What follows belongs to an exercise in optimizing a design on an open flow for small area, a short achievable clock period and few clock cycles per item; a production flow would make more cautious choices.
Where RTL was checked, it was by simulation tests only, not by an equivalence proof against the original.
Only the layout flow was run in runs 1, 2 and 5 to 7; the RTL was not checked for function there.
Power and IR drop assume default switching activity.

===== flow/standard.sh =====
#!/bin/bash
# synth_recipe.tcl (not shown) runs the flow's synth.tcl, then flattens the netlist and writes it again
# the make line also repeats each setting of config.mk as NAME=value (left out here)
make -C /OpenROAD-flow-scripts/flow DESIGN_CONFIG=/design/flow/config.mk WORK_HOME=/design/flow/orfs CLKGATE_MAP_FILE= SYNTH_SCRIPT=/design/flow/synth_recipe.tcl "${@:-finish}"

===== flow/constraint.sdc =====
create_clock -name core_clock -period 10.0 [get_ports {clk}]
set_input_delay 2.0000 -clock core_clock [delete_from_list [all_inputs] [get_ports {clk}]]
set_output_delay 2.0000 -clock core_clock [all_outputs]
set_load 0.01 [all_outputs]

===== flow/config.mk =====
export PLATFORM = sky130hd
export DESIGN_NAME = bch_decoder
export DESIGN_NICKNAME = bch_decoder
export VERILOG_FILES = /design/flow/design.v
export SDC_FILE = /design/flow/constraint.sdc
export NUM_CORES = 4
export LEC_CHECK = 0
export CAP_MARGIN = 20
export CORE_MARGIN = 2
export CORE_UTILIZATION = 40
export CTS_BUF_LIST = sky130_fd_sc_hd__clkbuf_2 sky130_fd_sc_hd__clkbuf_4 sky130_fd_sc_hd__clkbuf_8
export SLEW_MARGIN = 20

===== flow/design.v =====
package bch_pkg;
	localparam logic [63:0] M_A1_63 = 64'h28140a052330180c;  
	localparam logic [63:0] M_R1_63 = 64'h0603201008040201;  
	localparam logic [63:0] M_A3_63 = 64'h092f3c1e0f2c160b;  
	localparam logic [63:0] M_R3_63 = 64'h2e17201008040201;  
	localparam logic [63:0] M_SQ_63 = 64'h00002b121e0b1001;  
	localparam logic [63:0] M_LT_63 = 64'h0000141e341c143a;  
	localparam logic [7:0]  L1_63   = 8'h3a;  
	localparam logic [8:0]  M3_63   = 9'h057;
	localparam int          NPOW_63 = 8;  
	localparam logic [63:0] POW_63 = 64'h1f0d2f0911130c01;
	localparam logic [63:0] M_A1_255 = 64'h261387cde8743a1d;  
	localparam logic [63:0] M_R1_255 = 64'h8040201008040201;  
	localparam logic [63:0] M_A3_255 = 64'hfe7f844221abee77;  
	localparam logic [63:0] M_R3_255 = 64'h8040201008040201;  
	localparam logic [63:0] M_SQ_255 = 64'hcb46918b42771001;  
	localparam logic [63:0] M_LT_255 = 64'hf61002642a242cd6;  
	localparam logic [7:0]  L1_255   = 8'hd6;  
	localparam logic [8:0]  M3_255   = 9'h177;
	localparam int          NPOW_255 = 32;  
	localparam logic [255:0] POW_255 = 256'h1b2cf712c3511c8295e3fce649a84f853b810dd9fefd655f5d466a9d8f4c1d01;
	localparam int Q63 = 8;
	function automatic logic [7:0] lin(input logic [7:0] x, input logic [63:0] m);
		lin = '0;
		for (int i = 0; i < 8; i++) begin
			if (x[i]) lin = lin ^ m[8*i +: 8];
		end
	endfunction
	function automatic logic [7:0] div_a(input logic is63, input logic [7:0] u);
		if (is63) div_a = {2'b00, u[0], u[5:1]} ^ {7'd0, u[0]};
		else div_a = {u[0], u[7:1]} ^ {4'd0, u[0], u[0], u[0], 1'b0};
	endfunction
	function automatic logic [7:0] div_x3(input logic is63, input logic [7:0] u);
		if (is63) div_x3 = 8'((u[0] ? ({1'b0, u} ^ M3_63) : {1'b0, u}) >> 1);
		else div_x3 = 8'((u[0] ? ({1'b0, u} ^ M3_255) : {1'b0, u}) >> 1);
	endfunction
	function automatic logic [7:0] add_mod(input logic is63, input logic [7:0] a,
		input logic [7:0] b);
		logic [7:0] g, t, gg, tt, gn, tn, c;
		logic       w;
		g = a & b;
		t = a ^ b;
		gg = g;
		tt = t;
		for (int d = 1; d < 8; d = d * 2) begin
			gn = gg;
			tn = tt;
			for (int i = d; i < 8; i++) begin
				gn[i] = gg[i] | (tt[i] & gg[i-d]);
				tn[i] = tt[i] & tt[i-d];
			end
			gg = gn;
			tt = tn;
		end
		w = is63 ? (gg[5] | tt[5]) : (gg[7] | tt[7]);
		c[0] = w;
		for (int i = 1; i < 8; i++) begin
			c[i] = gg[i-1] | (tt[i-1] & w);
		end
		add_mod = t ^ c;
		if (is63) add_mod[7:6] = 2'b00;
	endfunction
endpackage
module bch_syndrome (
	input                          clk,
	input                          rstn,
	input                          i_set,
	input  [1:0]                   i_code,
	input  [8-1:0]       i_data,
	output                         o_ready,
	output                         o_valid,
	input                          i_take,
	input                          i_free_next,
	output logic [7:0]             o_s1,
	output logic [7:0]             o_s3,
	output logic                   o_is63
);
	logic [4:0] cnt_q;
	logic       pend_q;
	logic       busy;
	logic       rdy_q;
	logic       pend_d;
	logic       en;
	logic       last;
	logic [7:0] bits;
	logic [7:0] s1_fb;
	logic [7:0] s3_fb;
	assign busy = (cnt_q != 5'd0);
	assign en = rdy_q;
	assign o_ready = rdy_q;
	assign pend_d = (en && last) || (pend_q && !i_take);
	assign last = busy && (cnt_q == (o_is63 ? 5'd7 : 5'd31));
	assign o_valid = pend_q;
	always_comb begin
		s1_fb = '0;
		s3_fb = '0;
		if (busy) begin
			if (o_is63) begin
				s1_fb = bch_pkg::lin(o_s1, bch_pkg::M_A1_63);
				s3_fb = bch_pkg::lin(o_s3, bch_pkg::M_A3_63);
			end else begin
				s1_fb = bch_pkg::lin(o_s1, bch_pkg::M_A1_255);
				s3_fb = bch_pkg::lin(o_s3, bch_pkg::M_A3_255);
			end
		end
		bits = {i_data[7] & busy, i_data[6:0]};
	end
	always_ff @(posedge clk or negedge rstn) begin
		if (!rstn) begin
			cnt_q <= '0;
			pend_q <= 1'b0;
			rdy_q <= 1'b1;
		end else begin
			if (busy) begin
				if (en) begin
					cnt_q <= last ? 5'd0 : cnt_q + 5'd1;
				end
			end else begin
				cnt_q <= {4'd0, en && i_set};
			end
			pend_q <= pend_d;
			rdy_q <= !pend_d || i_free_next;
		end
	end
	always_ff @(posedge clk) begin
		if (en) begin
			o_s1 <= s1_fb ^ bits;
			o_s3 <= s3_fb ^ bits;
			if (!busy) begin
				o_is63 <= (i_code == 2'd1);
			end
		end
	end
endmodule
module bch_berlekamp (
	input                          clk,
	input                          rstn,
	input                          i_valid,
	output                         o_take,
	output                         o_free_next,
	input  [7:0]                   i_s1,
	input  [7:0]                   i_s3,
	input                          i_is63,
	output logic                   o_finish,
	output [8-1:0]        o_odata
);
	logic       s_idle, s_a, s_b, s_c, s_e1, s_e2, s_sort, s_o0, s_o1;
	logic       n_idle, n_a, n_b, n_c, n_e1, n_e2, n_sort, n_o0, n_o1;
	logic [2:0] j_q;
	logic       is63_q;
	logic [7:0] z_q;
	logic [7:0] r_q;
	logic [7:0] a_q;
	logic       valid_q;
	logic       hit_q;
	logic       zero_q;
	logic [4:0] gi_q;
	logic       hit_n;
	logic [4:0] gi_n;
	logic       zero;
	logic       found;
	logic [7:0] l;
	logic [7:0] z_step;
	logic [7:0] z_cmp;
	logic [7:0] r_sq;
	logic [7:0] r_exp;
	logic [1:0] a_bits;
	logic       b_last;
	logic [7:0] y;
	logic [7:0] s1_red;
	logic [7:0] s3_red;
	logic [7:0] p;
	logic       lt;
	logic       load;
	logic       is63_n;
	assign zero = zero_q;
	assign found = valid_q && (hit_q || zero);
	assign l = zero ? 8'd255 : {gi_q, j_q};
	always_comb begin
		if (is63_q) begin
			a_bits = {a_q[3'd5 - {j_q[1:0], 1'b0}], a_q[3'd4 - {j_q[1:0], 1'b0}]};
			r_sq = bch_pkg::lin(r_q, bch_pkg::M_SQ_63);
			y = bch_pkg::lin(r_q, bch_pkg::M_LT_63) ^ bch_pkg::L1_63;
			b_last = (j_q == 3'd2);
		end else begin
			a_bits = {a_q[3'd7 - {j_q[1:0], 1'b0}], a_q[3'd6 - {j_q[1:0], 1'b0}]};
			r_sq = bch_pkg::lin(r_q, bch_pkg::M_SQ_255);
			y = bch_pkg::lin(r_q, bch_pkg::M_LT_255) ^ bch_pkg::L1_255;
			b_last = (j_q == 3'd3);
		end
		r_exp = a_bits[0] ? bch_pkg::div_x3(is63_q, r_sq) : r_sq;
		if (a_bits[1]) r_exp = bch_pkg::div_x3(is63_q, bch_pkg::div_x3(is63_q, r_exp));
		z_step = bch_pkg::div_a(is63_q, z_q);
		if (i_is63) begin
			s1_red = bch_pkg::lin(i_s1, bch_pkg::M_R1_63);
			s3_red = bch_pkg::lin(i_s3, bch_pkg::M_R3_63);
		end else begin
			s1_red = i_s1;
			s3_red = i_s3;
		end
	end
	assign p = zero ? 8'd255 : bch_pkg::add_mod(is63_q, a_q, {gi_q, j_q});
	assign lt = (r_q < z_q);
	assign load = (s_idle || s_o1) && i_valid;
	assign o_take = load;
	always_comb begin
		n_idle = (s_idle || s_o1) && !i_valid;
		n_a = load || (s_a && !found);
		n_b = (s_a && found && !zero) || (s_b && !b_last);
		n_c = s_b && b_last;
		n_e1 = s_c || (s_e1 && !found);
		n_e2 = (s_e1 && found) || (s_e2 && !found);
		n_sort = s_e2 && found;
		n_o0 = s_sort || (s_a && found && zero);
		n_o1 = s_o0;
	end
	assign o_free_next = n_idle || n_o1;
	assign is63_n = load ? i_is63 : is63_q;
	assign z_cmp = load ? s1_red : z_q;
	bch_chien u_search (
		.i_z    (z_cmp),
		.i_is63 (is63_n),
		.o_hit  (hit_n),
		.o_i    (gi_n)
	);
	always_ff @(posedge clk or negedge rstn) begin
		if (!rstn) begin
			s_idle <= 1'b1;
			s_a <= 1'b0;
			s_b <= 1'b0;
			s_c <= 1'b0;
			s_e1 <= 1'b0;
			s_e2 <= 1'b0;
			s_sort <= 1'b0;
			s_o0 <= 1'b0;
			s_o1 <= 1'b0;
			o_finish <= 1'b0;
		end else begin
			s_idle <= n_idle;
			s_a <= n_a;
			s_b <= n_b;
			s_c <= n_c;
			s_e1 <= n_e1;
			s_e2 <= n_e2;
			s_sort <= n_sort;
			s_o0 <= n_o0;
			s_o1 <= n_o1;
			o_finish <= n_o0 || n_o1;
		end
	end
	always_ff @(posedge clk) begin
		hit_q <= hit_n;
		zero_q <= (z_cmp == 8'd0);
		gi_q <= gi_n;
		if (load) begin
			j_q <= 3'd0;
		end else if (s_c || (s_e1 && found)) begin
			j_q <= 3'd7;
		end else if (s_a && found) begin
			j_q <= 3'd0;
		end else begin
			j_q <= j_q + 3'd1;
		end
		is63_q <= is63_n;
		if (s_a && found) begin
			a_q <= l;
		end
		valid_q <= load || ((s_a || s_e1 || s_e2) && !found);
		if (s_e2) begin
			z_q <= found ? p : z_step;
		end else if (s_e1) begin
			z_q <= found ? (y ^ 8'd1) : z_step;
		end else if (s_a) begin
			z_q <= (found && zero) ? 8'd255 : z_step;
		end else if (s_c) begin
			z_q <= y;
		end else if (s_o0 || (s_sort && lt)) begin
			z_q <= r_q;
		end else if (load) begin
			z_q <= bch_pkg::div_a(i_is63, s1_red);
		end
		if (s_e1 && found) begin
			r_q <= p;
		end else if (s_b) begin
			r_q <= r_exp;
		end else if (s_sort && lt) begin
			r_q <= z_q;
		end else if (s_a && found && zero) begin
			r_q <= 8'd255;
		end else if (load) begin
			r_q <= s3_red;
		end
	end
	assign o_odata = z_q;
endmodule
module bch_chien (
	input  [7:0]                   i_z,
	input                          i_is63,
	output logic                   o_hit,
	output logic [4:0]             o_i
);
	always_comb begin
		o_hit = 1'b0;
		o_i = '0;
		if (i_is63) begin
			for (int i = 0; i < bch_pkg::NPOW_63; i++) begin
				if (i_z == bch_pkg::POW_63[8*i +: 8]) begin
					o_hit = 1'b1;
					o_i = o_i | 5'(i);
				end
			end
		end else begin
			for (int i = 0; i < bch_pkg::NPOW_255; i++) begin
				if (i_z == bch_pkg::POW_255[8*i +: 8]) begin
					o_hit = 1'b1;
					o_i = o_i | 5'(i);
				end
			end
		end
	end
endmodule
module bch_decoder (
	input                      clk,
	input                      rstn,
	input                      i_set,
	input  [1:0]               i_code,
	input  [8-1:0]   i_data,
	output                     o_ready,
	output                     o_finish,
	output [8-1:0]    o_odata
);
	logic       syn_valid;
	logic       syn_take;
	logic       free_next;
	logic [7:0] s1;
	logic [7:0] s3;
	logic       is63;
	bch_syndrome u_syndrome (
		.clk     (clk),
		.rstn    (rstn),
		.i_set   (i_set),
		.i_code  (i_code),
		.i_data  (i_data),
		.o_ready (o_ready),
		.o_valid (syn_valid),
		.i_take  (syn_take),
		.i_free_next (free_next),
		.o_s1    (s1),
		.o_s3    (s3),
		.o_is63  (is63)
	);
	bch_berlekamp u_solver (
		.clk      (clk),
		.rstn     (rstn),
		.i_valid  (syn_valid),
		.o_take   (syn_take),
		.o_free_next (free_next),
		.i_s1     (s1),
		.i_s3     (s3),
		.i_is63   (is63),
		.o_finish (o_finish),
		.o_odata  (o_odata)
	);
endmodule

===== flow/flow/run.sh =====
#!/bin/bash
# Standard layout, with timing repair aiming for 7 ns of setup slack at the
# 10 ns clock, so the paths are optimised for a shorter achieved period.
set -euo pipefail
bash standard.sh SETUP_SLACK_MARGIN=7 finish > make_finish.log 2>&1

==> results.txt, run 1 <==
hold buffer count at CTS=0; total number of vias=6,409; layout cell share with drive strength beyond 1=19.0%; vias in the first global route=between 5k and 6k; Multi-input gate area=4830 µm²; global-route wire length before repair=about 33,000 µm; Flop pwr share=31.5%; Main synth FF type=edfxtp_1; clk slew on worst S/H paths=roughly 0.080 ns; Final min period=3.13 ns; sequential area share after synthesis=28.1%; I/O pin cnt=23; max cap viols=0; switch share=41.8%; Critical Path AT=1.13 ns; slowest stage cell, crit path=dfstp_4; placed insts=1,028; Setup CP Type=reg -> out; Vert. Die Dim=about 130 µm; commonest cells in the netlist=91 x nand2_1, 84 x nor2_1, 75 x xnor2_1; CTS Buf Count=9; CP top delay family=flip-flops; Worst Setup Start Kind=flip-flop; post-synth top area share=a little under a fifth; PortBufs=22; H-Tree Depth=3; Final TNS setup=0 ns; Root Driver=clkbuf_8; Post-Layout Cell Count=1,108; outcome=no timing/DRC/antenna violations; Clock Skews=0.0145 ns; flip-flop and latch count after synthesis=70; Syn Area/Cell=8.11 µm²; # DRC=0; post-DR wirelength/cell=18.9 µm; Starting DRT DRC Count=between 600 and 700; die span in x=134 µm; via density per instance=5.78; # setup viols final=0; FILL cells=~1.6k; dpl hpwl=14,000 µm; CTS tree=yes; row count=47; Post-synth EDFFs=between 40 and 50; clock share of power=14.4%; Congestion Overflow GR=0; worst reg2reg path depth=9; Slowest Stage Delay on Critical Path=0.66 ns; routability cong.=0.937; Clock Latency Late Sink=roughly 0.36 ns; Yosys Warn Count=3; final hold vios=0; Sw Pwr=629 µW; Core Region=16,600 µm²; die area=18,000 µm²; detailed-route wire length=roughly 21,000 µm; CP Depth=1; VDD IR max=between 150 and 200 µV; Syn Nets=866; cell area after synthesis=slightly below 7000 µm²; CP Capture Type=output port; Combinational Power Share=a little over half; Nets=915; unrepaired setup endpoints after global routing=true; Slew Limit Headroom=roughly two fifths; largest fanout on the critical path=2; Hold Path Depth=1; sequence of cells on the critical path=buf_6; Clock Sinks=70; Worst Hold Class=reg -> reg; most frequent cell after synthesis=nand2_1; worst slew pin tran=0.882 ns; CP required=8.00 ns; Leakage Power=~3.2 nW; max frequency=roughly 320 MHz; Netlist cell types=76; fin crit share=31.3%; Power per Cell Area=between 150 and 200 nW/µm²; Synth area leader=edfxtp_1; GRT Overall Usage=23.1%; Internal=874 µW; layout overhead on the synthesized area=19.5%; clock buffer depth=2; Cells after Synth=between 800 and 900; Pre-antenna DRT Iters=5; Post-DRT Antenna Nets=0; CP Buf/Inv Count=1; largest net degree at the start of global routing=40; max-slew violation count=0; Reg area=1910 µm²; diode count=0; synth top area cells=edfxtp_1 18%, xnor2_1 9.7%, xor2_1 6.3%, dfrtp_1 5.6%, nand2_1 5.1%; initial antenna violation count=0; ys async rst share=24.3%; initial core utilization=40.8%
[worst paths after layout]
kind                                             start                         to  slack [ns]
max                         u_syndrome.rdy_q$_DFF_PN1_                    o_ready        6.87
min                        u_syndrome.pend_q$_DFF_PN0_  u_solver.s_idle$_DFF_PN1_        0.48
max reg2reg                  u_solver.r_q[2]$_DFFE_PP_  u_solver.r_q[1]$_DFFE_PP_        6.98
min reg2reg                u_syndrome.pend_q$_DFF_PN0_  u_solver.s_idle$_DFF_PN1_        0.48
max in group asynchronous                         rstn     u_solver.s_a$_DFF_PN0_        7.37
min in group asynchronous                         rstn    u_solver.s_o0$_DFF_PN0_        2.11
[area by class of cell]
type / instances / share of cell area [%]
Timing Repair Buffer: 92 / 9.46
Multi-Input combinational cell: 682 / 59.8
Clock inverter: 5 / 0.434
Sequential cell: 70 / 23.7
Tap cell: 220 / 3.41
Clock buffer: 11 / 1.80
Inverter: 28 / 1.42
[sequential cells by signal, summed over array words and instances, names as in the netlist, 3 cells and up, named ones only]
register / count
u_solver.gi_q: 5
u_solver.r_q: 8
u_solver.j_q: 3
u_solver.z_q: 8
u_syndrome.o_s1: 8
u_syndrome.o_s3: 8
u_syndrome.cnt_q: 5
u_solver.a_q: 8
[power by group through the flow]
| stage | clock network, mW | registers, mW | logic, mW |
|---|---|---|---|
| floorplan | 0 | 0.415 | 0.667 |
| detailed placement | 0 | 0.489 | 0.752 |
| CTS | 0.220 | 0.475 | 0.791 |
| global placement | 0 | 0.490 | 0.752 |
| finish | 0.216 | 0.474 | 0.813 |
| global route | 0.229 | 0.481 | 0.902 |
[cells by family (layout without fill, tap and decap cells)]
| family | Yosys count | in the layout | synth area share (%) |
|---|---|---|---|
| adder cells (fa/ha/maj) | 19 | 19 | 3.63 |
| AO/OA/AOI/OAI | 225 | 225 | 20.9 |
| flip-flops | 70 | 70 | 28.1 |
| XOR/XNOR | 130 | 130 | 17.9 |
| AND/OR/NAND/NOR | 277 | 277 | 19.1 |
| buffers and inverters | 82 | 136 | 5.00 |
| multiplexers | 31 | 31 | 5.40 |
[through the flow]
| stage | hold slack [ns] | area (µm²) | util [%] | power, mW | setup slack (ns) |
|---|---|---|---|---|---|
| 2_1_floorplan | 0.390 | 6760 | - | 1.08 | 7.05 |
| 3_3_place_gp | 0.452 | 7080 | 42.7 | 1.24 | 6.45 |
| 3_5_place_dp | 0.435 | 7080 | 42.7 | 1.24 | 6.45 |
| 4_1_cts | 0.470 | 7680 | 46.3 | 1.49 | 6.87 |
| 5_1_grt | 0.494 | 8080 | 48.7 | 1.61 | 6.85 |
| 6_report | 0.475 | 8080 | 48.7 | 1.50 | 6.87 |
[repair_timing]
item                                    4_1_cts  5_1_grt
resized for setup                            72       41
pin swaps                                     3       10
buffers inserted                             36       27
cloned                                        1        0
endpoints found under the setup margin       37       19
[layer usage]
metal  vias to the layer above  part of all wire (%)  wire length [µm]  track usage, %
met5                         -                     0                 0               0
met4                         0                   2.2               468            6.84
met3                        41                   6.0              1250            2.34
met2                       253                    47              9830            37.5
met1                      3050                    45              9380            32.8
li1                       3065                     -                 -               -
[cell usage in the layout, fill, tap and decap left out, types with 13 or more instances in the layout]
cell type  count
edfxtp_1      41
nand3_1       14
mux2i_1       18
nor3_1        13
a21oi_1       55
nand2b_1      13
ha_1          16
xnor2_1       72
inv_1         25
buf_4         65
dfrtp_1       15
xor2_1        45
o21ai_0       61
nor2_1        81
nand2_1       90
==> run 2, diff against run 1 <==
==> flow/flow/run.sh (replaced) <==
#!/bin/bash
# Standard layout, with timing repair aiming for 6.8 ns of setup slack at the
# 10 ns clock, so the paths are optimised for a shorter achieved period.
set -euo pipefail
bash standard.sh SETUP_SLACK_MARGIN=6.8 finish > make_finish.log 2>&1
==> results.txt, run 2 <==
ys async rst share=24.3%; Cells after Synth=approximately 830; Fin Hold WS=0.511 ns; Critical Path AT=1.15 ns; clock buffer depth=2; H-Tree Depth=3; commonest non-fill, non-tap cells in the layout=91 x nand2_1, 83 x nor2_1, 75 x xnor2_1; slowest stage cell, crit path=dfstp_4; # DRC=0; Clock Skews=0.0162 ns; total number of vias=6,354; Worst Setup Start Kind=flip-flop; most frequent cell after synthesis=nand2_1; Slowest Stage Delay on Critical Path=0.64 ns; sequence of cells on the critical path=clkbuf_2; Final min period=roughly 3.1 ns; Worst R2R Setup Slack=6.90 ns; routability cong.=0.953; Leakage Power=between 3 and 4 nW; largest net degree at the start of global routing=40; Netlist cell types=76; post-synth top area share=a little under a fifth; layout overhead on the synthesized area=15.7%; Setup CP Type=reg -> out; DP Area=around 7100 µm²; fin area=7830 µm²; Core Region=roughly 17,000 µm²; hold_sp=u_syndrome.pend_q$_DFF_PN0_; diode count=0; Power per Cell Area=199 nW/µm²; CP Capture Type=output port; detailed-route wire length=20,700 µm; worst reg2reg path depth=9; outcome=no timing/DRC/antenna violations; global-route wire length before repair=~32,000 µm; Clock Sinks=70; max-slew violation count=0; row count=between 40 and 50; Pre-antenna DRT Iters=6; initial core utilization=between 40% and 50%; CTS tree=yes; Nets=894; vias in the first global route=5,814; Synth area leader=edfxtp_1; Final WS setup=roughly 6.9 ns; worst slew pin tran=around 0.87 ns; Yosys Warn Count=3; max cap viols=0; CTS Buf Count=9; max frequency=318 MHz; dpl ws=roughly 6.4 ns; reg2reg start=u_syndrome.o_s1[6]$_DFFE_PP_; # setup viols final=0; GRT Overall Usage=22.8%; hold buffer count at CTS=0; Post-DRT Antenna Nets=0; Hold Path Depth=1; Starting DRT DRC Count=694; CP Buf/Inv Count=1; Syn Area/Cell=between 8 and 9 µm²; via density per instance=5.85; Main synth FF type=edfxtp_1; unrepaired setup endpoints after global routing=true; commonest non-fill, non-tap cell in the layout=nand2_1; Worst Hold Class=reg -> reg; CP required=8.00 ns; VDD IR max=197 µV; Clock Latency Late Sink=approximately 0.38 ns; CP Depth=1; Final TNS setup=0 ns; I/O pin cnt=23; dpl hpwl=14,300 µm; Slew Limit Headroom=41.6%; WHS Endpoint=u_solver.s_idle$_DFF_PN1_; Root Driver=clkbuf_8; initial antenna violation count=0; post-DR wirelength/cell=19.0 µm; reg2reg end=u_solver.hit_q$_DFF_P_; Congestion Overflow GR=0; cell area after synthesis=just under 7000 µm²; Syn Nets=866; Vert. Die Dim=134 µm; final hold vios=0; largest fanout on the critical path=2; PortBufs=22; fin crit share=31.5%; Post-synth EDFFs=41; layout cell share with drive strength beyond 1=13.0%; commonest cells in the netlist=91 x nand2_1, 84 x nor2_1, 75 x xnor2_1; sequential area share after synthesis=28.1%; clk slew on worst S/H paths=0.08 ns; die area=18,000 µm²; Final Power=1.56 mW; CP top delay family=flip-flops; flip-flop and latch count after synthesis=70; synth top area cells=edfxtp_1 18%, xnor2_1 9.7%, xor2_1 6.3%, dfrtp_1 5.6%, nand2_1 5.1%; die span in x=between 100 and 150 µm
-- run 2: metal layers --
| metal | vias up | GRT usage [%] | wire (µm) |
|---|---|---|---|
| li1 | 3016 | - | - |
| met1 | 3023 | 32.9 | 9380 |
| met2 | 276 | 34.9 | 9230 |
| met3 | 39 | 3.40 | 1540 |
| met4 | 0 | 8.13 | 529 |
| met5 | - | 0 | 0 |
-- run 2: worst max-delay path by stage --
stage,from,end,slack [ns]
6_report,u_syndrome.rdy_q$_DFF_PN1_,o_ready,6.85
5_1_grt,u_syndrome.o_s1[6]$_DFFE_PP_,u_solver.hit_q$_DFF_P_,6.73
4_1_cts,u_syndrome.rdy_q$_DFF_PN1_,o_ready,6.70
3_5_place_dp,u_syndrome.rdy_q$_DFF_PN1_,o_ready,6.45
3_3_place_gp,u_syndrome.rdy_q$_DFF_PN1_,o_ready,6.46
2_1_floorplan,u_solver.j_q[0]$_SDFF_PP0_,u_solver.r_q[3]$_DFFE_PP_,7.00
-- run 2: logic make-up (layout without fill, tap and decap cells) --
logic type	Yosys count	in the layout	share of synthesized area (%)
AND/OR/NAND/NOR	277	277	19.1
AO/OA/AOI/OAI	225	225	20.9
flip-flops	70	70	28.1
buffers and inverters	82	115	5.00
multiplexers	31	31	5.40
adder cells (fa/ha/maj)	19	19	3.63
XOR/XNOR	130	130	17.9
-- run 2: layout make-up --
| cell class | instances | area, µm² |
|---|---|---|
| Inverter | 28 | 114 |
| Clock buffer | 9 | 124 |
| Sequential cell | 70 | 1910 |
| Tap cell | 220 | 275 |
| Clock inverter | 7 | 121 |
| Fill cell | 1662 | 8760 |
| Timing Repair Buffer | 71 | 622 |
| Multi-Input combinational cell | 682 | 4660 |
-- run 2: through the flow --
step	instances	util (%)
3_5_place_dp	1027	42.6
2_1_floorplan	834	-
5_1_grt	1087	47.2
4_1_cts	1061	45.1
6_report	1087	47.2
3_3_place_gp	1027	42.6
-- run 2: timing repair --
action | CTS | global route
cloned | 0 | 1
endpoints found under the setup margin | 28 | 17
gates resized for setup | 19 | 28
buffers inserted | 18 | 25
pin swaps | 0 | 4
-- run 2: report_power, final --
| part | internal [mW] | switching (mW) |
|---|---|---|
| logic | 0.371 | 0.414 |
| clock network | 0.167 | 0.123 |
| registers | 0.389 | 0.0916 |
==> run 3, diff against run 2 <==
--- a/flow/design.v
+++ b/flow/design.v
@@ -161,7 +161,7 @@
 	logic       found;
 	logic [7:0] l;
 	logic [7:0] z_step;
-	logic [7:0] z_cmp;
+	logic       srch;
 	logic [7:0] r_sq;
 	logic [7:0] r_exp;
 	logic [1:0] a_bits;
@@ -216,10 +216,9 @@
 	end
 	assign o_free_next = n_idle || n_o1;
 	assign is63_n = load ? i_is63 : is63_q;
-	assign z_cmp = load ? s1_red : z_q;
 	bch_chien u_search (
-		.i_z    (z_cmp),
-		.i_is63 (is63_n),
+		.i_z    (z_q),
+		.i_is63 (is63_q),
 		.o_hit  (hit_n),
 		.o_i    (gi_n)
 	);
@@ -250,11 +249,9 @@
 	end
 	always_ff @(posedge clk) begin
 		hit_q <= hit_n;
-		zero_q <= (z_cmp == 8'd0);
+		zero_q <= (z_q == 8'd0);
 		gi_q <= gi_n;
-		if (load) begin
-			j_q <= 3'd0;
-		end else if (s_c || (s_e1 && found)) begin
+		if (load || s_c || (s_e1 && found)) begin
 			j_q <= 3'd7;
 		end else if (s_a && found) begin
 			j_q <= 3'd0;
@@ -265,7 +262,7 @@
 		if (s_a && found) begin
 			a_q <= l;
 		end
-		valid_q <= load || ((s_a || s_e1 || s_e2) && !found);
+		valid_q <= (s_a || s_e1 || s_e2) && !found;
 		if (s_e2) begin
 			z_q <= found ? p : z_step;
 		end else if (s_e1) begin
@@ -277,7 +274,7 @@
 		end else if (s_o0 || (s_sort && lt)) begin
 			z_q <= r_q;
 		end else if (load) begin
-			z_q <= bch_pkg::div_a(i_is63, s1_red);
+			z_q <= s1_red;
 		end
 		if (s_e1 && found) begin
 			r_q <= p;
==> flow/flow/run.sh (replaced) <==
#!/bin/bash
# Standard layout, with timing repair aiming for 7.1 ns of setup slack at the
# 10 ns clock, so the paths are optimised for a shorter achieved period.
set -euo pipefail
bash standard.sh SETUP_SLACK_MARGIN=7.1 finish > make_finish.log 2>&1
==> results.txt, run 3 <==
H-Tree Depth=3; VDD IR max=170 µV; CP Depth=1; routability cong.=0.979; commonest cells in the netlist=74 x nand2_1, 68 x xnor2_1, 63 x nor2_1; synth top area cells=edfxtp_1 20%, xnor2_1 9.5%, xor2_1 6.4%, dfrtp_1 6.0%, nand2_1 4.4%; Reg area=1920 µm²; Synth area leader=edfxtp_1; unrepaired setup endpoints after global routing=true; Cells after Synth=roughly 740; DP Area=6610 µm²; layout cell share with drive strength beyond 1=21.4%; Post-synth EDFFs=42; Clock Latency Late Sink=approximately 0.37 ns; slowest stage cell, crit path=dfstp_4; post-layout util=50.7%; max frequency=323 MHz; most frequent cell after synthesis=nand2_1; Starting DRT DRC Count=702; commonest non-fill, non-tap cells in the layout=74 x nand2_1, 73 x buf_4, 64 x xnor2_1; Post-DRT Antenna Nets=0; diode count=0; Congestion Overflow GR=0; die span in x=129 µm; global-route wire length before repair=31,300 µm; CP required=8.00 ns; Final min period=~3.1 ns; max cap viols=0; via density per instance=5.89; clk slew on worst S/H paths=roughly 0.08 ns; sequential area share after synthesis=30.3%; Root Driver=clkbuf_8; # setup viols final=0; Vert. Die Dim=about 130 µm; post-DR wirelength/cell=20.3 µm; row count=45; ys async rst share=between 20 and 25%; Setup CP Type=reg -> out; dpl hpwl=13,400 µm; CP Buf/Inv Count=1; max-slew violation count=0; Hold Path Depth=1; Multi-input gate area=4440 µm²; Clock Skews=0.0158 ns; flip-flop and latch count after synthesis=70; vias in the first global route=5,853; outcome=no timing/DRC/antenna violations; largest fanout on the critical path=2; Main synth FF type=edfxtp_1; worst slew pin tran=0.879 ns; initial antenna violation count=0; Leakage Power=roughly 3.1 nW; clock buffer depth=2; Netlist cell types=68; Pre-antenna DRT Iters=5; Syn Area/Cell=~8.5 µm²; fin crit share=31.0%; commonest non-fill, non-tap cell in the layout=nand2_1; CTS Buf Count=9; final hold vios=0; initial core utilization=41.1%; GRT Overall Usage=24.2%; dpl ws=5.82 ns; Syn Nets=780; Core Region=about 15,000 µm²; Final TNS setup=0 ns; worst reg2reg path depth=11; Fin Hold WS=between 0.4 and 0.5 ns; Power per Cell Area=181 nW/µm²; Nets=838; cell area after synthesis=6300 µm²; largest net degree at the start of global routing=42; fin area=7760 µm²; Worst Hold Class=reg -> reg; die area=about 17,000 µm²; Slowest Stage Delay on Critical Path=0.63 ns; I/O pin cnt=23; Yosys Warn Count=3; Final WS setup=6.90 ns; Worst Setup Start Kind=flip-flop; post-synth top area share=20.0%; CP Capture Type=output port; PortBufs=22; # DRC=0; hold buffer count at CTS=0; detailed-route wire length=slightly above 20,000 µm; Critical Path AT=1.10 ns; FILL cells=between 1k and 1.5k; layout overhead on the synthesized area=23.2%; sequence of cells on the critical path=buf_6; total number of vias=5,995; CP top delay family=flip-flops; Clock Sinks=70; CTS tree=yes; Slew Limit Headroom=41.0%
run 3: changes by cell type after synthesis, moves of 5 or more:
| cell | previous run | this run |
|---|---|---|
| xnor2_1 | 75 | 68 |
| a31oi_1 | 8 | 15 |
| inv_1 | 27 | 18 |
| nand2_1 | 91 | 74 |
| o21ai_0 | 66 | 44 |
| nor3_1 | 14 | 23 |
| nor2_1 | 84 | 63 |
| mux2i_1 | 23 | 18 |
| clkbuf_1 | 43 | 37 |
| a21oi_1 | 59 | 38 |
run 3: final timing paths:
kind / start / end / slack (ns)
worst min-delay path: u_syndrome.pend_q$_DFF_PN0_ / u_solver.s_idle$_DFF_PN1_ / 0.44
worst max register to register: u_solver.a_q[0]$_SDFFCE_PP1P_ / u_solver.z_q[1]$_DFFE_PP_ / 7.02
worst min register to register: u_syndrome.pend_q$_DFF_PN0_ / u_solver.s_idle$_DFF_PN1_ / 0.44
worst max-delay path: u_syndrome.rdy_q$_DFF_PN1_ / o_ready / 6.90
max in group asynchronous: rstn / u_solver.s_b$_DFF_PN0_ / 7.44
min in group asynchronous: rstn / u_solver.s_sort$_DFF_PN0_ / 2.07
run 3: repair_timing:
item | in CTS | in global routing
setup endpoints to repair | 42 | 26
gates resized for setup | 73 | 33
pin swaps | 10 | 2
cloned | 0 | 2
endpoints found under the hold margin | 0 | 0
setup buffers | 52 | 19
run 3: cell type report:
type                            count  share of cell area (%)
Clock inverter                      6                    1.42
Tap cell                          211                    3.40
Sequential cell                    70                    24.7
Inverter                           21                    1.02
Multi-Input combinational cell    601                    57.3
Clock buffer                       10                    1.69
Timing Repair Buffer               99                    10.5
run 3: routing by layer:
layer  routed length, µm  track usage, %  part of all wire [%]
met1                8540            29.8                    41
met2               10100            42.2                    49
met3                1200            4.75                   5.8
met4                 836            8.29                   4.0
met5                   0               0                     0
run 3: power by group:
group / total, mW / switching (mW) / internal [mW]
Sequential: 0.459 / 0.0713 / 0.388
Clock: 0.289 / 0.120 / 0.169
Combinational: 0.653 / 0.327 / 0.326
Total: 1.40 / 0.519 / 0.882
run 3: kinds of logic after synthesis:
| logic type | count (synthesis) | synth area share (%) |
|---|---|---|
| DFF | 70 | 30.3 |
| buffers and inverters | 73 | 4.75 |
| adders and majority gates | 23 | 4.69 |
| and+or+nand+nor | 249 | 18.9 |
| AOI/OAI and AO/OA | 184 | 19.0 |
| muxes | 23 | 4.15 |
| xor gates and xnor gates | 122 | 18.1 |
run 3: metrics by stage:
stage,total power [mW],instances
after floorplan,0.994,744
after CTS,1.41,997
after global placement,1.11,929
after global routing,1.51,1018
final,1.40,1018
after detailed placement,1.11,929
Testbench counts of run 3, summed over its fixed seeds: cycles 14,575, frames 512.
==> run 4, diff against run 3 <==
==> flow/flow/run.sh (replaced) <==
#!/bin/bash
# Standard layout, with timing repair aiming for 6.9 ns of setup slack at the
# 10 ns clock, so the paths are optimised for a shorter achieved period.
set -euo pipefail
bash standard.sh SETUP_SLACK_MARGIN=6.9 finish > make_finish.log 2>&1
==> results.txt, run 4 <==
post-layout util=about 48%; worst reg2reg path depth=8; Critical Path Source=u_syndrome.rdy_q$_DFF_PN1_; # setup viols final=0; synth top area cells=edfxtp_1 20%, xnor2_1 9.5%, xor2_1 6.4%, dfrtp_1 6.0%, nand2_1 4.4%; largest family of logic cells by synthesized area=compound AO/OA/AOI/OAI gates; global-route wire length before repair=between 30,000 and 40,000 µm; Syn Area/Cell=8.46 µm²; Clock Sinks=70; total number of vias=5,786; Power per Cell Area=187 nW/µm²; PortBufs=22; switch share=38.2%; Combinational Power Share=a little under half; mux cell area share after synthesis=4.15%; post-synthesis simple-gate area fraction=18.9%; detailed-route wire length=approximately 19,000 µm; Worst Setup Start Kind=flip-flop; Congestion Overflow GR=0; flip-flop and latch count after synthesis=70; Final min period=approximately 3.1 ns; largest net degree at the start of global routing=42; Syn Nets=780; Leakage Power=2.90 nW; Hold Path Depth=1; Internal=~850 µW; Worst Hold Class=reg -> reg; H-Tree Depth=3; clock buffer depth=2; die area=16,800 µm²; Synth area leader=edfxtp_1; commonest non-fill, non-tap cell in the layout=nand2_1; clock share of power=between 10% and 20%; Critical Path AT=1.10 ns; xor/xnor cell area share of the yosys netlist=18.1%; Slowest Stage Delay on Critical Path=roughly 0.63 ns; CP required=around 8 ns; diode count=0; clk slew on worst S/H paths=~0.080 ns; CTS Buf Count=9; Root Driver=clkbuf_8; Final TNS setup=0 ns; VDD IR max=219 µV; outcome=no timing/DRC/antenna violations; cell area after synthesis=approximately 6300 µm²; Flop pwr share=33.4%; Final WS setup=approximately 6.9 ns; Sw Pwr=526 µW; Pre-antenna DRT Iters=8; FILL cells=around 1.5k; dpl ws=6.22 ns; CP top delay family=flip-flops; I/O pin cnt=23; max cap viols=0; Compound-Gate Fraction of Synth Area=19.0%; layout cell share with drive strength beyond 1=approximately 14%; sequential area share after synthesis=30.3%; Setup CP Type=reg -> out; Clock Latency Late Sink=approximately 0.37 ns; Worst R2R Setup Slack=6.99 ns; Post-Synth Adder-Cell Area=approximately 4.7%; commonest non-fill, non-tap cells in the layout=74 x nand2_1, 66 x xnor2_1, 63 x nor2_1; most frequent cell after synthesis=nand2_1; hold buffer count at CTS=0; CP Buf/Inv Count=1; die span in x=129 µm; commonest cells in the netlist=74 x nand2_1, 68 x xnor2_1, 63 x nor2_1; Post-DRT Antenna Nets=0; Clock Skews=0.0116 ns; largest fanout on the critical path=2; Post-synth EDFFs=42; reg2reg end=u_solver.r_q[4]$_DFFE_PP_; layout overhead on the synthesized area=16.8%; via density per instance=5.82; dpl hpwl=13,400 µm; unrepaired setup endpoints after global routing=true; Yosys Warn Count=3; Slew Limit Headroom=approximately 47%; max frequency=323 MHz; slowest stage cell, crit path=dfstp_4; Main synth FF type=edfxtp_1; final hold vios=0; reg2reg start=u_solver.is63_q$_DFFE_PP_; worst slew pin tran=0.790 ns; sequence of cells on the critical path=buf_6; ys async rst share=between 20% and 30%; routability cong.=0.968; Fin Hold WS=0.433 ns; row count=45; Starting DRT DRC Count=770; Nets=814; Vert. Die Dim=between 100 and 150 µm; GRT Overall Usage=a little under a quarter; CTS tree=yes; vias in the first global route=about 5.6k; # DRC=0; Netlist cell types=68; Core Region=15,300 µm²; max-slew violation count=0; fin crit share=31.0%; initial antenna violation count=0; hold_sp=u_syndrome.pend_q$_DFF_PN0_; initial core utilization=41.1%; CP Capture Type=output port; post-synth top area share=20.0%; WHS Endpoint=u_solver.s_idle$_DFF_PN1_; Cells after Synth=between 700 and 800; post-DR wirelength/cell=19.4 µm
-- run 4: area by class of cell --
type	instances	area (µm²)	share of cell area (%)
Sequential cell	70	1920	26.1
Clock buffer	9	124	1.69
Clock inverter	7	87.6	1.19
Tap cell	211	264	3.59
Timing Repair Buffer	75	634	8.63
Multi-Input combinational cell	601	4240	57.7
Inverter	21	82.6	1.12
-- run 4: power by group through the flow --
stage / logic [mW] / clock network, mW / registers (mW)
after floorplan: 0.569 / 0 / 0.425
after global placement: 0.641 / 0 / 0.467
after detailed placement: 0.652 / 0 / 0.468
after CTS: 0.665 / 0.262 / 0.460
after global routing: 0.735 / 0.271 / 0.468
final: 0.661 / 0.256 / 0.461
-- run 4: through the flow --
stage               total power, mW  std cells  cell area [µm²]
finish                         1.38        994             7350
floorplan                     0.994        744             6300
CTS                            1.39        972             7120
global placement               1.11        930             6600
global route                   1.47        994             7350
detailed placement             1.12        930             6600
-- run 4: cell families after synthesis --
group                    Yosys count
AND/OR/NAND/NOR                  249
multiplexers                      23
XOR/XNOR                         122
buffers and inverters             73
flip-flops                        70
adder cells (fa/ha/maj)           23
AO/OA/AOI/OAI                    184
-- run 4: worst max path at each step --
stage	endpoint	cells after the start
floorplan	u_solver.z_q[1]$_DFFE_PP_	11
global placement	u_solver.z_q[0]$_DFFE_PP_	8
detailed placement	u_solver.z_q[2]$_DFFE_PP_	10
CTS	o_ready	1
global route	o_ready	1
finish	o_ready	1
-- run 4: repair_timing --
action,CTS,global route
setup buffers,26,22
pin swaps,2,4
hold endpoints to repair,0,0
resized for setup,33,18
endpoints found under the setup margin,33,27
-- run 4: metal layers --
metal | track usage [%] | wire length [µm]
met1 | 29.4 | 8030
met2 | 39.8 | 9250
met3 | 5.16 | 1280
met4 | 8.48 | 696
met5 | 0 | 0
==> run 5, diff against run 4 <==
--- a/flow/design.v
+++ b/flow/design.v
@@ -296,23 +296,28 @@
 	output logic                   o_hit,
 	output logic [4:0]             o_i
 );
+	logic [15:0] hi;
+	logic [15:0] lo;
+	logic [bch_pkg::NPOW_255-1:0] m255;
+	logic [bch_pkg::NPOW_63-1:0]  m63;
 	always_comb begin
-		o_hit = 1'b0;
+		for (int v = 0; v < 16; v++) begin
+			hi[v] = (i_z[7:4] == 4'(v));
+			lo[v] = (i_z[3:0] == 4'(v));
+		end
+		for (int i = 0; i < bch_pkg::NPOW_255; i++) begin
+			m255[i] = hi[bch_pkg::POW_255[8*i+4 +: 4]] && lo[bch_pkg::POW_255[8*i +: 4]] && !i_is63;
+		end
+		for (int i = 0; i < bch_pkg::NPOW_63; i++) begin
+			m63[i] = hi[bch_pkg::POW_63[8*i+4 +: 4]] && lo[bch_pkg::POW_63[8*i +: 4]] && i_is63;
+		end
+		o_hit = (|m255) || (|m63);
 		o_i = '0;
-		if (i_is63) begin
-			for (int i = 0; i < bch_pkg::NPOW_63; i++) begin
-				if (i_z == bch_pkg::POW_63[8*i +: 8]) begin
-					o_hit = 1'b1;
-					o_i = o_i | 5'(i);
-				end
-			end
-		end else begin
-			for (int i = 0; i < bch_pkg::NPOW_255; i++) begin
-				if (i_z == bch_pkg::POW_255[8*i +: 8]) begin
-					o_hit = 1'b1;
-					o_i = o_i | 5'(i);
-				end
-			end
+		for (int i = 0; i < bch_pkg::NPOW_255; i++) begin
+			if (m255[i]) o_i = o_i | 5'(i);
+		end
+		for (int i = 0; i < bch_pkg::NPOW_63; i++) begin
+			if (m63[i]) o_i = o_i | 5'(i);
 		end
 	end
 endmodule
==> flow/flow/run.sh (replaced) <==
#!/bin/bash
# Standard layout, with timing repair aiming for 7 ns of setup slack at the
# 10 ns clock, so the paths are optimised for a shorter achieved period.
set -euo pipefail
bash standard.sh SETUP_SLACK_MARGIN=7 finish > make_finish.log 2>&1
==> results.txt, run 5 <==
outcome=no timing/DRC/antenna violations; ys async rst share=24.3%; Post-DRT Antenna Nets=0; reg2reg start=u_solver.z_q[2]$_DFFE_PP_; CP required=8.00 ns; clk slew on worst S/H paths=0.09 ns; Syn Area/Cell=8.39 µm²; WHS Endpoint=u_solver.s_idle$_DFF_PN1_; Critical Path Source=u_syndrome.rdy_q$_DFF_PN1_; # DRC=0; Worst Setup Start Kind=flip-flop; flip-flop and latch count after synthesis=70; Starting DRT DRC Count=555; commonest non-fill, non-tap cell in the layout=nand2_1; PortBufs=22; Nets=855; GRT Overall Usage=22.8%; Synth area leader=edfxtp_1; Post-synth EDFFs=42; post-synth top area share=19.1%; Worst R2R Setup Slack=7.00 ns; global routing's busiest layer=met2; worst reg2reg path depth=12; global-route wire length before repair=roughly 31,000 µm; Setup CP Type=reg -> out; Final min period=approximately 3.1 ns; Power per Cell Area=177 nW/µm²; Main synth FF type=edfxtp_1; max cap viols=0; synth top area cells=edfxtp_1 19%, xnor2_1 9.0%, xor2_1 7.2%, dfrtp_1 5.7%, nand2_1 5.0%; dpl hpwl=approximately 14,000 µm; Slowest Stage Delay on Critical Path=0.65 ns; largest fanout on the critical path=2; Syn Nets=824; worst slew pin tran=1.05 ns; FILL cells=approximately 1.6k; max frequency=320 MHz; sequential area share after synthesis=28.9%; Root Driver=clkbuf_8; largest net degree at the start of global routing=56; fin area=7660 µm²; Clock Sinks=70; Cells after Synth=between 700 and 800; Pre-antenna DRT Iters=5; Global Route met1 Usage=29.1%; Leakage Power=about 3.2 nW; via density per instance=approximately 5.8; Slew Limit Headroom=29.3%; Fin Hold WS=0.434 ns; Critical Path AT=1.13 ns; met2 Resource Use GR=37.7%; I/O pin cnt=23; CP Buf/Inv Count=1; Yosys Warn Count=3; GR Util met3=4.33%; sequence of cells on the critical path=buf_6; row count=47; Clock Skews=0.0137 ns; commonest cells in the netlist=88 x nand2_1, 68 x xnor2_1, 62 x nor2_1; cell area after synthesis=6610 µm²; fin crit share=31.3%; diode count=0; CTS tree=yes; layout cell share with drive strength beyond 1=between 15 and 20%; hold buffer count at CTS=0; VDD IR max=~200 µV; post-DR wirelength/cell=just under 20 µm; final hold vios=0; vias in the first global route=5,705; total number of vias=6,063; commonest non-fill, non-tap cells in the layout=87 x nand2_1, 64 x xnor2_1, 61 x nor2_1; DP Area=a little under 7000 µm²; Congestion Overflow GR=0; max-slew violation count=0; routability cong.=0.982; Clock Latency Late Sink=between 0.3 and 0.4 ns; Final Power=1.35 mW; die area=~18,000 µm²; die span in x=about 130 µm; detailed-route wire length=20,200 µm; H-Tree Depth=3; hold_sp=u_syndrome.pend_q$_DFF_PN0_; CP Capture Type=output port; reg2reg end=u_solver.z_q[6]$_DFFE_PP_; Netlist cell types=75; CTS Buf Count=9; clock buffer depth=2; Post-Layout Cell Count=1,044; Hold Path Depth=1; initial antenna violation count=0; layout overhead on the synthesized area=15.8%; Core Region=approximately 16,000 µm²; initial core utilization=about two fifths; # setup viols final=0; Vert. Die Dim=133 µm; most frequent cell after synthesis=nand2_1; placed insts=979; slowest stage cell, crit path=dfstp_4; Worst Hold Class=reg -> reg; Final TNS setup=0 ns; CP top delay family=flip-flops; unrepaired setup endpoints after global routing=true
## run 5: logic make-up (layout without fill, tap and decap cells)
logic type	after synthesis	count (layout)	share of synthesized area (%)
mux	27	27	4.81
xor+xnor	129	129	18.7
compound gates	189	189	18.8
fa+ha+maj	23	23	4.47
flops	70	70	28.9
simple gates	265	265	19.1
buf+inv	85	121	5.34
## run 5: how the worst max path moves through the flow
stage / endpoint / slack, ns / cells after the start
after detailed placement: u_solver.z_q[6]$_DFFE_PP_ / 6.26 / 9
after global routing: o_ready / 6.83 / 1
final: o_ready / 6.87 / 1
after floorplan: u_solver.z_q[6]$_DFFE_PP_ / 7.03 / 12
after CTS: o_ready / 6.84 / 1
after global placement: u_solver.z_q[6]$_DFFE_PP_ / 6.33 / 9
## run 5: layout make-up
| type | count | area [µm²] | share of cell area [%] |
|---|---|---|---|
| Multi-Input combinational cell | 633 | 4490 | 58.6 |
| Clock buffer | 11 | 145 | 1.89 |
| Timing Repair Buffer | 76 | 679 | 8.87 |
| Clock inverter | 5 | 40.0 | 0.523 |
| Tap cell | 220 | 275 | 3.59 |
| Sequential cell | 70 | 1920 | 25.0 |
| Inverter | 29 | 113 | 1.47 |
## run 5: metrics by stage
stage | util, % | setup slack [ns]
floorplan | - | 7.03
global placement | 42.3 | 6.33
detailed placement | 42.3 | 6.26
CTS | 44.9 | 6.84
global route | 46.9 | 6.83
finish | 46.9 | 6.87
## run 5: per-layer routing
layer	up-vias	wire length (µm)
li1	2859	-
met1	2833	8380
met2	302	9610
met3	69	1340
met4	0	849
met5	-	0
## run 5: repair_timing
| item | in CTS | in global routing |
|---|---|---|
| gates cloned | 1 | 0 |
| setup buffers | 22 | 26 |
| pin swaps | 1 | 2 |
| endpoints found under the setup margin | 42 | 31 |
| gates resized for setup | 51 | 36 |
## run 5: report_power, final
part	switching, mW	leakage [nW]	total (mW)	internal, mW
logic	0.335	2.34	0.667	0.332
registers	0.0709	0.715	0.459	0.388
clock network	0.125	0.0943	0.227	0.102
==> run 6, diff against run 5 <==
--- a/flow/design.v
+++ b/flow/design.v
@@ -3,7 +3,7 @@
 	localparam logic [63:0] M_R1_63 = 64'h0603201008040201;  
 	localparam logic [63:0] M_A3_63 = 64'h092f3c1e0f2c160b;  
 	localparam logic [63:0] M_R3_63 = 64'h2e17201008040201;  
-	localparam logic [63:0] M_SQ_63 = 64'h00002b121e0b1001;  
+	localparam logic [63:0] M_SQ_63 = 64'h00002c0b17100401;  
 	localparam logic [63:0] M_LT_63 = 64'h0000141e341c143a;  
 	localparam logic [7:0]  L1_63   = 8'h3a;  
 	localparam logic [8:0]  M3_63   = 9'h057;
@@ -13,7 +13,7 @@
 	localparam logic [63:0] M_R1_255 = 64'h8040201008040201;  
 	localparam logic [63:0] M_A3_255 = 64'hfe7f844221abee77;  
 	localparam logic [63:0] M_R3_255 = 64'h8040201008040201;  
-	localparam logic [63:0] M_SQ_255 = 64'hcb46918b42771001;  
+	localparam logic [63:0] M_SQ_255 = 64'h7f42ab7740100401;  
 	localparam logic [63:0] M_LT_255 = 64'hf61002642a242cd6;  
 	localparam logic [7:0]  L1_255   = 8'hd6;  
 	localparam logic [8:0]  M3_255   = 9'h177;
@@ -78,7 +78,7 @@
 	logic [4:0] cnt_q;
 	logic       pend_q;
 	logic       busy;
-	logic       rdy_q;
+	logic       nrdy_q;
 	logic       pend_d;
 	logic       en;
 	logic       last;
@@ -86,8 +86,8 @@
 	logic [7:0] s1_fb;
 	logic [7:0] s3_fb;
 	assign busy = (cnt_q != 5'd0);
-	assign en = rdy_q;
-	assign o_ready = rdy_q;
+	assign en = !nrdy_q;
+	assign o_ready = !nrdy_q;
 	assign pend_d = (en && last) || (pend_q && !i_take);
 	assign last = busy && (cnt_q == (o_is63 ? 5'd7 : 5'd31));
 	assign o_valid = pend_q;
@@ -109,7 +109,7 @@
 		if (!rstn) begin
 			cnt_q <= '0;
 			pend_q <= 1'b0;
-			rdy_q <= 1'b1;
+			nrdy_q <= 1'b0;
 		end else begin
 			if (busy) begin
 				if (en) begin
@@ -119,7 +119,7 @@
 				cnt_q <= {4'd0, en && i_set};
 			end
 			pend_q <= pend_d;
-			rdy_q <= !pend_d || i_free_next;
+			nrdy_q <= pend_d && !i_free_next;
 		end
 	end
 	always_ff @(posedge clk) begin
@@ -164,7 +164,7 @@
 	logic       srch;
 	logic [7:0] r_sq;
 	logic [7:0] r_exp;
-	logic [1:0] a_bits;
+	logic       a_bit;
 	logic       b_last;
 	logic [7:0] y;
 	logic [7:0] s1_red;
@@ -178,18 +178,17 @@
 	assign l = zero ? 8'd255 : {gi_q, j_q};
 	always_comb begin
 		if (is63_q) begin
-			a_bits = {a_q[3'd5 - {j_q[1:0], 1'b0}], a_q[3'd4 - {j_q[1:0], 1'b0}]};
+			a_bit = a_q[3'd5 - j_q];
 			r_sq = bch_pkg::lin(r_q, bch_pkg::M_SQ_63);
 			y = bch_pkg::lin(r_q, bch_pkg::M_LT_63) ^ bch_pkg::L1_63;
-			b_last = (j_q == 3'd2);
+			b_last = (j_q == 3'd5);
 		end else begin
-			a_bits = {a_q[3'd7 - {j_q[1:0], 1'b0}], a_q[3'd6 - {j_q[1:0], 1'b0}]};
+			a_bit = a_q[3'd7 - j_q];
 			r_sq = bch_pkg::lin(r_q, bch_pkg::M_SQ_255);
 			y = bch_pkg::lin(r_q, bch_pkg::M_LT_255) ^ bch_pkg::L1_255;
-			b_last = (j_q == 3'd3);
+			b_last = (j_q == 3'd7);
 		end
-		r_exp = a_bits[0] ? bch_pkg::div_x3(is63_q, r_sq) : r_sq;
-		if (a_bits[1]) r_exp = bch_pkg::div_x3(is63_q, bch_pkg::div_x3(is63_q, r_exp));
+		r_exp = a_bit ? bch_pkg::div_x3(is63_q, r_sq) : r_sq;
 		z_step = bch_pkg::div_a(is63_q, z_q);
 		if (i_is63) begin
 			s1_red = bch_pkg::lin(i_s1, bch_pkg::M_R1_63);
==> results.txt, run 6 <==
outcome=no timing/DRC/antenna violations; Starting DRT DRC Count=651; max-slew violation count=0; Syn Nets=773; PortBufs=22; Multi-input gate area=4010 µm²; VDD IR max=252 µV; Pre-antenna DRT Iters=7; CP Buf/Inv Count=3; post-DR wirelength/cell=approximately 20 µm; layout overhead on the synthesized area=10.3%; Post-DRT Antenna Nets=0; max frequency=321 MHz; Root Driver=clkbuf_8; Post-Layout Cell Count=934; max cap viols=0; vias in the first global route=between 5k and 6k; Main synth FF type=edfxtp_1; Yosys Warn Count=3; dpl hpwl=~14,000 µm; hold buffer count at CTS=0; Setup CP Type=reg -> reg; global-route wire length before repair=29,900 µm; Combinational Power Share=47.6%; row count=45; CP required=10.13 ns; Worst Hold Class=reg -> reg; Clock Skews=0.0167 ns; synth top area cells=edfxtp_1 20%, xnor2_1 9.5%, dfrtp_1 6.5%, xor2_1 6.1%, nand2_1 5.4%; fin crit share=31.2%; CP top delay family=simple AND/OR/NAND/NOR gates; initial core utilization=40.9%; CTS Buf Count=9; # DRC=0; sequence of cells on the critical path=buf_4, inv_1, ha_1, and4_1, nor4_2, buf_4, mux2_2, a21oi_1, o21ai_1; Final Power=between 1 and 1.5 mW; initial antenna violation count=0; Critical Path AT=about 3.3 ns; Cells after Synth=735; slowest stage cell, crit path=nor4_2; layout cell share with drive strength beyond 1=10.2%; Netlist cell types=78; Post-synth EDFFs=42; Synth area leader=edfxtp_1; largest fanout on the critical path=15; commonest non-fill, non-tap cell in the layout=nand2_1; Final WS setup=6.88 ns; clock share of power=18.6%; Flop pwr share=33.8%; Congestion Overflow GR=0; dpl ws=6.33 ns; H-Tree Depth=3; CP Capture Type=flip-flop; ys async rst share=between 20% and 30%; Internal=911 µW; diode count=0; Clock Sinks=70; switch share=38.0%; Slew Limit Headroom=43.4%; sequential area share after synthesis=30.8%; via density per instance=6.10; worst slew pin tran=0.848 ns; Reg area=1910 µm²; largest net degree at the start of global routing=between 40 and 50; Leakage Power=2.64 nW; Worst Setup Start Kind=flip-flop; clk slew on worst S/H paths=0.09 ns; final hold vios=0; flip-flop and latch count after synthesis=70; CP dominant cell by count=buf_4; # setup viols final=0; Final TNS setup=0 ns; most frequent cell after synthesis=nand2_1; CTS tree=yes; Slowest Stage Delay on Critical Path=between 0.4 and 0.5 ns; detailed-route wire length=18,900 µm; cell area after synthesis=between 6000 and 7000 µm²; commonest non-fill, non-tap cells in the layout=89 x nand2_1, 67 x xnor2_1, 53 x nor2_1; Vert. Die Dim=128 µm; placed insts=between 900 and 1k; routability cong.=0.955; clock buffer depth=2; I/O pin cnt=23; Nets=779; GRT Overall Usage=23.5%; Power per Cell Area=about 220 nW/µm²; post-synth top area share=20.4%; Final min period=approximately 3.1 ns; total number of vias=5,695; unrepaired setup endpoints after global routing=true; Sw Pwr=557 µW; die area=16,500 µm²; die span in x=~130 µm; Core Region=about 15,000 µm²; Clock Latency Late Sink=0.37 ns; FILL cells=1,443; Syn Area/Cell=8.42 µm²; commonest cells in the netlist=89 x nand2_1, 67 x xnor2_1, 54 x nor2_1
-- run 6: cell types whose count changed after synthesis, sizes merged, moves of 9 or more --
cell and delta:
xor2 -14, and3 -9, o21ai -9, nor3 -9, nand3 +12, a21oi -11, clkbuf -10
-- run 6: worst paths after layout --
check | from | endpoint | slack, ns | cells past startpoint
max | u_solver.z_q[7]$_DFFE_PP_ | u_solver.r_q[0]$_DFFE_PP_ | 6.88 | 9
min | u_syndrome.pend_q$_DFF_PN0_ | u_solver.s_idle$_DFF_PN1_ | 0.43 | 1
max reg2reg | u_solver.z_q[7]$_DFFE_PP_ | u_solver.r_q[0]$_DFFE_PP_ | 6.88 | 9
min reg2reg | u_syndrome.pend_q$_DFF_PN0_ | u_solver.s_idle$_DFF_PN1_ | 0.43 | 1
max in group asynchronous | rstn | u_syndrome.nrdy_q$_DFF_PN0_ | 7.45 | 1
min in group asynchronous | rstn | u_syndrome.cnt_q[1]$_DFFE_PN0P_ | 2.05 | 1
-- run 6: layout make-up --
type	count	area share, %
clock inverters	7	1.54
clock buffers	9	1.82
inverters	30	1.71
repair buffers	42	4.79
well taps	188	3.45
flip-flops and latches	70	28.0
multi-input cells	588	58.7
-- run 6: timing repair --
item | in CTS | in global routing
resized for setup | 44 | 4
buffers inserted | 12 | 2
setup endpoints to repair | 38 | 19
cloned | 0 | 0
pin swaps | 1 | 1
-- run 6: worst reg2reg max path, cell delays in order (launching register included) --
cell	delay (ns)
edfxtp_1	0.45
buf_4	0.27
inv_1	0.14
ha_1	0.34
and4_1	0.26
nor4_2	0.47
buf_4	0.29
mux2_2	0.35
a21oi_1	0.22
o21ai_1	0.09
-- run 6: through the flow --
step	util [%]	hold slack (ns)	instance area (µm²)
2_1_floorplan	-	0.395	6190
3_3_place_gp	42.9	0.409	6500
3_5_place_dp	43.0	0.415	6510
4_1_cts	44.8	0.428	6790
5_1_grt	45.0	0.463	6820
6_report	45.0	0.429	6820
-- run 6: routing by layer --
metal	GRT usage, %	share of wire [%]
met5	0	0
met4	10.8	4.5
met2	39.6	47
met1	29.2	42
met3	4.45	6.1
-- run 6: cells by family (layout without fill, tap and decap cells) --
| logic type | Yosys count | count (layout) | share of synthesized area [%] |
|---|---|---|---|
| and+or+nand+nor | 261 | 261 | 20.6 |
| buffers and inverters | 77 | 88 | 5.12 |
| DFF | 70 | 70 | 30.8 |
| AOI/OAI and AO/OA | 164 | 164 | 17.7 |
| muxes | 26 | 26 | 4.49 |
| adders and majority gates | 25 | 25 | 5.18 |
| xor gates and xnor gates | 112 | 112 | 16.1 |
-- run 6: power by group through the flow --
stage          clock, mW  sequential [mW]  combinational (mW)
6_report           0.273            0.496               0.700
5_1_grt            0.290            0.503               0.780
4_1_cts            0.276            0.495               0.696
2_1_floorplan          0            0.455               0.601
3_5_place_dp           0            0.504               0.680
3_3_place_gp           0            0.501               0.666
==> run 7, diff against run 6 <==
==> flow/flow/run.sh (replaced) <==
#!/bin/bash
# Standard layout, with timing repair aiming for 7.1 ns of setup slack at the
# 10 ns clock, so the paths are optimised for a shorter achieved period.
set -euo pipefail
bash standard.sh SETUP_SLACK_MARGIN=7.1 finish > make_finish.log 2>&1
==> results.txt, run 7 <==
Synth area leader=edfxtp_1; ys async rst share=24.3%; Clock Latency Late Sink=around 0.37 ns; cell area after synthesis=6190 µm²; Post-Route M1 WL=between 8000 and 9000 µm; Flop pwr share=between 30% and 40%; diode count=0; total number of vias=between 5k and 6k; Post-DRT Antenna Nets=0; max cap viols=0; via density per instance=6.01; Slew Limit Headroom=40.6%; commonest non-fill, non-tap cell in the layout=nand2_1; routability cong.=0.959; CTS tree=yes; synth top area cells=edfxtp_1 20%, xnor2_1 9.5%, dfrtp_1 6.5%, xor2_1 6.1%, nand2_1 5.4%; Syn Area/Cell=8.42 µm²; # setup viols final=0; CP required=roughly 8 ns; initial antenna violation count=0; H-Tree Depth=3; die span in x=128 µm; Main synth FF type=edfxtp_1; clk slew on worst S/H paths=roughly 0.08 ns; Yosys Warn Count=3; Setup CP Type=reg -> out; post-synth top area share=20.4%; fin crit share=30.5%; unrepaired setup endpoints after global routing=true; die area=16,500 µm²; post-DR wirelength/cell=20.3 µm; I/O pin cnt=23; sequence of cells on the critical path=buf_2; clock buffer depth=2; CTS Buf Count=9; Top Metal Used=met4; largest net degree at the start of global routing=35; Worst Setup Start Kind=flip-flop; outcome=no timing/DRC/antenna violations; initial core utilization=40.9%; GRT Overall Usage=23.9%; Syn Nets=773; Combinational Power Share=between 40% and 50%; FILL cells=1,474; Final min period=3.05 ns; vias in the first global route=approximately 5.5k; Leakage Power=2.67 nW; commonest non-fill, non-tap cells in the layout=89 x nand2_1, 67 x xnor2_1, 53 x nor2_1; Post-synth EDFFs=42; Clock Skews=0.00899 ns; Cells after Synth=735; Root Driver=clkbuf_8; max frequency=328 MHz; worst slew pin tran=slightly below 0.9 ns; flip-flop and latch count after synthesis=70; Sw Pwr=545 µW; dpl hpwl=about 14,000 µm; routed wl met2=between 9000 and 10,000 µm; Slowest Stage Delay on Critical Path=0.49 ns; layout cell share with drive strength beyond 1=about an eighth; Worst Hold Class=reg -> reg; PortBufs=22; met3 WL=1160 µm; Nets=790; Post-Layout Cell Count=~950; hold buffer count at CTS=0; Multi-input gate area=4030 µm²; VDD IR max=around 220 µV; Vert. Die Dim=128 µm; Congestion Overflow GR=0; Power per Cell Area=205 nW/µm²; Reg area=1910 µm²; Critical Path AT=about 1.1 ns; most frequent cell after synthesis=nand2_1; Clock Sinks=70; Internal=866 µW; final hold vios=0; detailed-route wire length=19,200 µm; CP Buf/Inv Count=1; clock share of power=15.3%; switch share=around two fifths; placed insts=904; Netlist cell types=78; layout overhead on the synthesized area=11.2%; CP top delay family=flip-flops; Pre-antenna DRT Iters=5; Starting DRT DRC Count=646; slowest stage cell, crit path=edfxtp_1; global-route wire length before repair=between 30,000 and 40,000 µm; max-slew violation count=0; commonest cells in the netlist=89 x nand2_1, 67 x xnor2_1, 54 x nor2_1; row count=45; Core Region=roughly 15,000 µm²; CP Capture Type=output port; largest fanout on the critical path=2; sequential area share after synthesis=slightly above 30%; Final TNS setup=0 ns; # DRC=0
-- run 7: cells by family after synthesis --
family | count (synthesis) | synth area share (%)
mux | 26 | 4.49
flops | 70 | 30.8
fa+ha+maj | 25 | 5.18
compound gates | 164 | 17.7
simple gates | 261 | 20.6
xor+xnor | 112 | 16.1
buf+inv | 77 | 5.12
-- run 7: what timing repair did --
item / in CTS / in global routing
setup endpoints to repair: 38 / 31
resized for setup: 46 / 8
buffers inserted: 17 / 8
pin swaps: 1 / 1
-- run 7: per-stage QoR --
step	util [%]	hold WS (ns)	setup slack (ns)	cell area [µm²]	total power, mW
after global routing	45.4	0.473	6.93	6880	1.52
after global placement	42.9	0.409	6.53	6500	1.17
after floorplan	-	0.395	7.21	6190	1.06
after detailed placement	42.9	0.416	6.47	6500	1.19
final	45.4	0.437	6.95	6880	1.41
after CTS	44.8	0.432	6.95	6780	1.41
-- run 7: cell type report --
cell class / count / area share [%]
Inverter: 30 / 1.69
Multi-Input combinational cell: 588 / 58.6
Timing Repair Buffer: 53 / 6.04
Tap cell: 188 / 3.42
Clock buffer: 11 / 2.02
Sequential cell: 70 / 27.7
Clock inverter: 5 / 0.491
-- run 7: worst paths after layout --
path	start	end	slack, ns	depth (start not counted)
worst max-delay path	u_solver.z_q[2]$_DFFE_PP_	o_odata[2]	6.95	1
worst min-delay path	u_syndrome.pend_q$_DFF_PN0_	u_solver.s_idle$_DFF_PN1_	0.44	1
worst max register to register	u_solver.z_q[2]$_DFFE_PP_	u_solver.z_q[3]$_DFFE_PP_	7.08	10
worst min register to register	u_syndrome.pend_q$_DFF_PN0_	u_solver.s_idle$_DFF_PN1_	0.44	1
max in group asynchronous	rstn	u_syndrome.nrdy_q$_DFF_PN0_	7.40	1
min in group asynchronous	rstn	u_syndrome.cnt_q[2]$_DFFE_PN0P_	2.08	1
-- run 7: power by group through the flow --
stage / Clock, mW / Combinational (mW) / Sequential [mW]
after detailed placement: 0 / 0.680 / 0.505
after CTS: 0.222 / 0.695 / 0.496
after global routing: 0.238 / 0.780 / 0.504
final: 0.216 / 0.698 / 0.497
after global placement: 0 / 0.663 / 0.502
after floorplan: 0 / 0.603 / 0.455
-- run 7: per-layer routing --
metal	vias up	track usage [%]
li1	2660	-
met1	2695	30.4
met2	259	40.0
met3	66	4.32
met4	0	10.3
met5	-	0

[port drivers added, routing unchanged]
The results above use ideal ports. As a check the final layouts listed here were re-extracted and re-timed, cells and wires unchanged.
Step 1 (the two cells are an assumption about what drives the block):
set clk [get_ports {clk}]
set_driving_cell -lib_cell sky130_fd_sc_hd__clkbuf_16 $clk
set_driving_cell -lib_cell sky130_fd_sc_hd__buf_2 [delete_from_list [all_inputs] $clk]
Step 2, shift: input delay + t, output delay - t, t = (earliest + latest rising clock arrival at the registers) / 2. This alone moves slack from input paths to output paths.
Three values: no drivers, after step 1, after step 2; two values: the first two.
| run | t, ns | slack for setup (ns) | worst hold slack (ns) | latest minus earliest clock arrival (ns) | cell pins on the clock port's net |
|---|---|---|---|---|---|
| run 1 | 0.399 | 6.875 / 6.834 / 6.883 | 0.475 / 0.475 / 0.475 | 0.015 / 0.015 | 1 |
| run 2 | 0.409 | 6.853 / 6.816 / 6.870 | 0.511 / 0.511 / 0.511 | 0.016 / 0.016 | 1 |
| run 3 | 0.403 | 6.902 / 6.865 / 6.844 | 0.442 / 0.442 / 0.442 | 0.016 / 0.016 | 1 |
| run 4 | 0.402 | 6.904 / 6.868 / 6.846 | 0.433 / 0.433 / 0.433 | 0.013 / 0.012 | 1 |
| run 5 | 0.407 | 6.872 / 6.834 / 6.792 | 0.434 / 0.434 / 0.434 | 0.017 / 0.017 | 1 |
| run 6 | 0.402 | 6.882 / 6.882 / 6.881 | 0.429 / 0.429 / 0.429 | 0.016 / 0.016 | 1 |
| run 7 | 0.405 | 6.952 / 6.914 / 6.893 | 0.437 / 0.437 / 0.437 | 0.009 / 0.009 | 1 |
After both steps setup and hold are still met in every run listed. For run 5, which loses most, drivers alone change the setup slack by -0.038 ns; drivers and shift together by -0.080 ns. Setup slack includes reset recovery checks.
